What follows belongs to an exercise in optimizing a design on an open flow for small area, a short achievable clock period and few clock cycles per item; a production flow would make more cautious choices. Power and IR drop assume default switching activity.

==> flow/design.v (excerpt) <==
module bson_field_locator (
  input  logic                 clk,
  input  logic                 rst,
  input  logic                 in_valid,
  output logic                 in_ready,
  input  logic [7:0]           doc_byte,
  input  logic                 doc_last,
  output logic                 out_valid,
  input  logic                 out_ready,
  output logic [1:0]           status,
  output logic [bfl_pkg::OUT_OFS_W-1:0] element_offset,
  output logic [7:0]           element_type,
  output logic [bfl_pkg::OUT_OFS_W-1:0] value_offset,
  input  logic                 cfg_valid,
  output logic                 cfg_ready,
  input  logic [1:0]           cfg_index,
  input  logic [63:0]          cfg_data
);
==> flow/config.mk <==
export PLATFORM = sky130hd
export DESIGN_NAME = bson_field_locator
export DESIGN_NICKNAME = bson_field_locator
export VERILOG_FILES = /design/flow/design.v
export SDC_FILE = /design/flow/constraint.sdc
export NUM_CORES = 4
export LEC_CHECK = 0
export ABC_AREA = 1
export CAP_MARGIN = 20
export CORE_MARGIN = 2
export CORE_UTILIZATION = 40
export CTS_CLUSTER_DIAMETER = 80
export CTS_CLUSTER_SIZE = 30
export SETUP_SLACK_MARGIN = 2.8
export SLEW_MARGIN = 20
==> flow/constraint.sdc <==
create_clock -name core_clock -period 5.0 [get_ports {clk}]
set_input_delay 1.0000 -clock core_clock [delete_from_list [all_inputs] [get_ports {clk}]]
set_output_delay 1.0000 -clock core_clock [all_outputs]
set_load 0.01 [all_outputs]
standard.sh (not shown) runs the stock make flow with config.mk's settings and CLKGATE_MAP_FILE= SYNTH_SCRIPT=/design/flow/synth_recipe.tcl, a recipe that flattens the netlist after the stock synthesis.
==> flow/flow/run.sh <==
#!/bin/bash
# The standard layout (the standard.sh: its synthesis, floorplan, placement, CTS and routing
# unchanged), with the port buffers that global placement inserts made buf_1 cells instead of the
# default delay-buffer cells. Every input and output port still gets its own buffer.
set -euo pipefail
bash standard.sh "BUFFER_PORTS_ARGS=-buffer_cell sky130_fd_sc_hd__buf_1" finish > standard_make.log 2>&1
Then changed:
--- a/flow/design.v
+++ b/flow/design.v
@@ -80,35 +80,34 @@
   logic [4:0]  len_eff;             
   logic [7:0]  cur;
   logic        zero_byte, last, v_r;
   logic        p_hdr, p_type, p_name, p_len, p_skip, p_rx1, p_rx2, p_idle;
   logic [4:0]  cnt;                 
   logic        mism;                
   logic        bad;                 
   logic        flag;                
   logic [7:0]  tgt_r;               
   logic [31:0] skip;                
   logic [23:0] pos;                 
-  logic [23:0] estart;              
   logic [1:0]  st;
   logic        in_rdy;
   logic        in_fire, proc, emit, found, emit_fire, clear_res, ov_next;
   logic [1:0]  emit_status;
   logic        name_match, name_end, cnt3;
   logic [7:0]  tgt_next;
   assign in_ready  = in_rdy;
   assign cfg_ready = 1'b1;
   assign in_fire   = in_valid && in_rdy;
   always_ff @(posedge clk) begin
-    if (cfg_valid && cfg_index == bfl_pkg::REG_NAME_LOW)  name_lo <= cfg_data;
-    if (cfg_valid && cfg_index == bfl_pkg::REG_NAME_HIGH) name_hi <= cfg_data;
+    if (cfg_valid && !rst && cfg_index == bfl_pkg::REG_NAME_LOW)  name_lo <= cfg_data;
+    if (cfg_valid && !rst && cfg_index == bfl_pkg::REG_NAME_HIGH) name_hi <= cfg_data;
   end
   always_ff @(posedge clk) begin
     if (rst) begin
       lo_set  <= 1'b0;
       hi_set  <= 1'b0;
       len_eff <= 5'd1;
     end else if (cfg_valid) begin
       case (cfg_index)
         bfl_pkg::REG_NAME_LOW:  lo_set <= 1'b1;
         bfl_pkg::REG_NAME_HIGH: hi_set <= 1'b1;
         bfl_pkg::REG_NAME_LEN:  len_eff <= cfg_data[4] ? 5'd16 : {1'b0, cfg_data[3:0]};
@@ -215,24 +214,23 @@
       emit = 1'b1;
     end else if (name_end && name_match) begin
       emit        = 1'b1;
       found       = 1'b1;
       emit_status = bfl_pkg::ST_FOUND;
     end else if (name_end && bad) begin
       emit        = 1'b1;
       emit_status = bfl_pkg::ST_BAD_TYPE;
     end
   end
   assign clear_res = (last && !p_idle) || (p_type && zero_byte) || (name_end && !name_match && bad);
-  logic blk;                          
-  assign proc      = v_r && !blk;
+  assign proc      = v_r && (!out_valid || p_idle || (p_hdr && !cnt3 && !last));
   assign emit_fire = proc && emit;
   assign ov_next   = emit_fire || (out_valid && !out_ready);
   always_ff @(posedge clk) begin
     if (rst) begin
       p_hdr  <= 1'b1;
       p_type <= 1'b0;
       p_name <= 1'b0;
       p_len  <= 1'b0;
       p_skip <= 1'b0;
       p_rx1  <= 1'b0;
       p_rx2  <= 1'b0;
@@ -294,53 +292,47 @@
           mism <= (cur[7:4] == 4'h0);
           bad  <= (cur[7:4] == 4'hf);
         end else begin
           mism <= mism && zero_byte;
           bad  <= bad && (cur == 8'hff);
         end
       end
     end
   end
   always_ff @(posedge clk) begin
     if (proc) begin
-      if (p_type) skip <= {cur, 24'd0};
-      if (name_end && !name_match) skip <= {28'd0, t_size};
+      if (p_type) skip <= {cur, pos};
+      if (name_end && !name_match) begin
+        skip  <= {28'd0, t_size};
+      end
       if (p_len) skip <= nlen;
       if (p_skip) skip <= skip - 32'd1;
       if (clear_res) skip <= 32'd0;
     end
   end
   always_ff @(posedge clk) begin
     if (proc) begin
-      if (clear_res) begin
-        pos    <= 24'd0;
-        estart <= 24'd0;
-      end else begin
-        if (p_hdr && cnt3) pos <= 24'd4;
-        else if (!p_hdr && !p_idle) pos <= pos + 24'd1;
-        if (p_type) estart <= pos;
-      end
+      if (clear_res) pos <= 24'd0;
+      else if (p_hdr && cnt3) pos <= 24'd4;
+      else if (!p_hdr && !p_idle) pos <= pos + 24'd1;
       if (emit) st <= emit_status;
     end
   end
-  logic v_n, l_n, blk_n;
-  assign v_n   = in_fire || (v_r && !proc);
-  assign l_n   = in_fire ? doc_last : last;
-  assign blk_n = ov_next && !(emit_fire && !(last && l_n));
+  logic v_n, l_n;
+  assign v_n = in_fire || (v_r && !proc);
+  assign l_n = in_fire ? doc_last : last;
   always_ff @(posedge clk) begin
     if (rst) begin
       out_valid <= 1'b0;
       in_rdy    <= 1'b1;
       v_r       <= 1'b0;
-      blk       <= 1'b0;
     end else begin
       out_valid <= ov_next;
       v_r       <= v_n;
-      blk       <= blk_n;
-      in_rdy    <= !v_n || !blk_n;
+      in_rdy    <= !v_n || !ov_next || (emit_fire && !(last && l_n));
     end
   end
   assign status         = st;
-  assign element_offset = estart;
+  assign element_offset = skip[23:0];
   assign element_type   = skip[31:24];
   assign value_offset   = pos;
 endmodule
After rerunning: The new run finished clean; synthesized cell count falls by about 1.9%; core utilization went up by 3.5 points; worst setup slack loses 0.028 ns; die area drops by 6.6%; worst hold slack is about the same; power fell by about 6%; area after synthesis is lower by 6.8%; fmax is lower by about 1.2%.
No run of this note included a check of the RTL's function; only the layout flow was run.

## re-timing with driven ports
How much do the figures lean on ideal ports? The routed layouts below were timed once more, with nothing changed but the port constraints. Step 1: set_driving_cell puts a clkbuf_16 on clk and a buf_2 on each other input, an assumption about the parent block. Step 2 adds t to the input delays and takes it off the output delays; t is the mean of the earliest and latest rising clock arrival at the registers after step 1. Input paths then give back, and output paths get back, about the clock's delay inside the block. Three values: ideal ports, drivers, drivers and shift; two values: the first two.
run	t, ns	setup slack, ns	slew at the worst register clock pin (ns)	pins driven straight from the clock port
the first run	0.541	2.776 / 2.729 / 2.482	0.11 / 0.11	1
the second run	0.548	2.748 / 2.700 / 2.343	0.11 / 0.11	1
After both steps setup and hold are still met in every run listed. For the second run, which loses most, drivers alone change the setup slack by -0.048 ns; drivers and shift together by -0.405 ns.
